This is an optimization exercise on Yosys and OpenROAD, whose aim is small area, a short achievable clock period and few clock cycles, not a production implementation. In this exercise RTL edits were held to simulation tests only and were not proved equivalent to the original. Power figures rest on the tool's default switching activity, not on a simulated workload.

==> flow/design.v (excerpt) <==
module dpu_top (
    input  logic          clk,
    input  logic          rst_n,
    input  logic          cmd_valid,
    input  logic [2:0]    cmd_op,
    input  logic [7:0]    cmd_addr,
    input  logic [7:0]    cmd_data,
    output logic          cmd_ready,
    output logic          rsp_valid,
    output logic [7:0]    rsp_data,
    output logic          busy,
    output logic          done,
    output logic [1:0]    current_layer
);
Size: ~0.091 sq mm of cells after synthesis.
Settings: LEC_CHECK=0, ABC_CLOCK_PERIOD_IN_PS=3000, CAP_MARGIN=20, CORE_MARGIN=2, CORE_UTILIZATION=50, SLEW_MARGIN=20; clock period 10.0 ns.
run.sh (not shown) runs the stock make flow with config.mk's settings and CLKGATE_MAP_FILE= SYNTH_SCRIPT=/design/flow/synth_recipe.tcl, a recipe that flattens the netlist after the stock synthesis.
The starting point completed with no timing, DRC or antenna violations.
Testbench counts at the start, summed over its fixed seeds: cycles 8,776.
Change:
--- a/flow/config.mk
+++ b/flow/config.mk
@@ -11,2 +11,3 @@
 export CORE_UTILIZATION = 50
+export SETUP_SLACK_MARGIN = 5
 export SLEW_MARGIN = 20
What happened: Design area goes up by 1.7%. Routed wire length grows by 1.0%. Non-clock buffer count increases by 111. Total power rises by 0.77%. Global-route usage barely changes. Clock-buffer cell count fell by 10. Maximum frequency rises by 28%.

---

## job 8110
Another version of the RTL of dpu_top (not shown whole).
Size in the first run: about 7200 cells after synthesis, roughly 2700 flip-flops, roughly 94000 um^2 of cells after synthesis.
// dpu_top
module dpu_top (
    input  logic          clk,
    input  logic          rst_n,
    input  logic          cmd_valid,
    input  logic [2:0]    cmd_op,
    input  logic [7:0]    cmd_addr,
    input  logic [7:0]    cmd_data,
    output logic          cmd_ready,
    output logic          rsp_valid,
    output logic [7:0]    rsp_data,
    output logic          busy,
    output logic          done,
    output logic [1:0]    current_layer
);
    function automatic sgt(input [7:0] a, input [7:0] b);
        logic [7:0] g, l;
        logic [3:0] g1, l1;
        logic [1:0] g2, l2;
        g = a & ~b;
        l = ~a & b;
        g[7] = ~a[7] & b[7];
        l[7] = a[7] & ~b[7];
        for (int i = 0; i < 4; i++) begin
            g1[i] = g[2*i+1] | (~l[2*i+1] & g[2*i]);
            l1[i] = l[2*i+1] | (~g[2*i+1] & l[2*i]);
        end
        for (int i = 0; i < 2; i++) begin
            g2[i] = g1[2*i+1] | (~l1[2*i+1] & g1[2*i]);
            l2[i] = l1[2*i+1] | (~g1[2*i+1] & l1[2*i]);
        end
        sgt = g2[1] | (~l2[1] & g2[0]);
    endfunction
    function automatic [7:0] smax(input [7:0] a, input [7:0] b);
        smax = sgt(a, b) ? a : b;
    endfunction
    function automatic [2:0] pick4(input [7:0] a, input [7:0] b, input [7:0] c, input [7:0] d);
        logic ab, cd, ac, ad, bc, bd;
        ab = sgt(a, b);
        cd = sgt(c, d);
        ac = sgt(a, c);
        ad = sgt(a, d);
        bc = sgt(b, c);
        bd = sgt(b, d);
        pick4 = {ab ? (cd ? ac : ad) : (cd ? bc : bd), ab, cd};
    endfunction
    function automatic [7:0] sel4(input [2:0] p, input [7:0] a, input [7:0] b, input [7:0] c, input [7:0] d);
        sel4 = p[2] ? (p[1] ? a : b) : (p[0] ? c : d);
    endfunction
    localparam logic [1:0] EM_L1AB = 2'd0;
    localparam logic [1:0] EM_L2AB = 2'd1;
    localparam logic [1:0] EM_L0BA = 2'd2;
    localparam logic [1:0] EM_L2BA = 2'd3;
    localparam logic [1:0] ES_INIT = 2'd0;
    localparam logic [1:0] ES_RD   = 2'd1;
    localparam logic [1:0] ES_WAIT = 2'd2;
  ...
Settings: LEC_CHECK=0, CAP_MARGIN=20, CORE_MARGIN=2, CORE_UTILIZATION=50, CTS_CLUSTER_DIAMETER=80, CTS_CLUSTER_SIZE=28, SLEW_MARGIN=20; clock period 10.0 ns.
standard.sh (not shown) runs the stock make flow with config.mk's settings and CLKGATE_MAP_FILE= SYNTH_SCRIPT=/design/flow/synth_recipe.tcl, a recipe that flattens the netlist after the stock synthesis.
==> flow/flow/run.sh <==
#!/bin/bash
set -euo pipefail
export SETUP_SLACK_MARGIN=6.4
bash standard.sh synth > synth.log 2>&1
bash standard.sh > layout.log 2>&1
Testbench counts of job 8110, summed over its fixed seeds: cycles 8,776.
What job 6620 does differently from job 8110 at the input level:
-- flow/flow/run.sh --
<<< job 8110, line 3
export SETUP_SLACK_MARGIN=6.4
>>> job 6620, line 3
export SETUP_SLACK_MARGIN=6.7
Notes after the runs:
The run with more routed wire is job 6620, not job 8110. Taking job 8110 as the reference, in job 6620 multi-input combinational area share has remained practically unchanged, first-iteration DRC count has increased. A critical path capture point of busy is what job 6620 shows, while rsp_data[7] belongs to job 8110. Sort job 6620 and job 8110 by internal power, ascending, and job 8110 comes first. In the flow results for job 6620 and job 8110, the period utilization is smaller on job 6620. Final cell count without fillers grows slightly when moving from job 8110 to job 6620. Remaining max-slew budget at the tightest pin deteriorates in job 6620 relative to job 8110. Power of job 6620 exceeds that of job 8110 slightly. In job 6620, the maximum clock frequency came out about 4.5% above the value in job 8110.

[what the ideal ports hide]
No port has a modelled driver above. Below, the same layouts with a new extraction and two added sets of constraints. Step 1, drivers: a clkbuf_16 drives clk and a buf_2 each remaining input, both assumed. Step 2 also shifts input and output timing later by t, the mid clock arrival at the registers, as if the neighbouring blocks saw the same clock. Slacks: ideal / step 1 / step 2; pairs: ideal / step 1.
| run | t (ns) | setup slack, ns | latest minus earliest clock arrival (ns) |
|---|---|---|---|
| the first run of note 1 | 1.002 | 3.475 / 3.475 / 3.475 | 0.065 / 0.065 |
| the second run of note 1 | 0.993 | 4.922 / 4.922 / 4.533 | 0.073 / 0.072 |
| job 8110 | 0.909 | 6.404 / 6.311 / 5.650 | 0.042 / 0.042 |
| job 6620 | 0.904 | 6.558 / 6.474 / 5.781 | 0.052 / 0.052 |
After both steps setup and hold are still met in every run listed. The setup slack of job 6620, which loses most, moves by -0.084 ns with the drivers and by -0.777 ns with both steps.
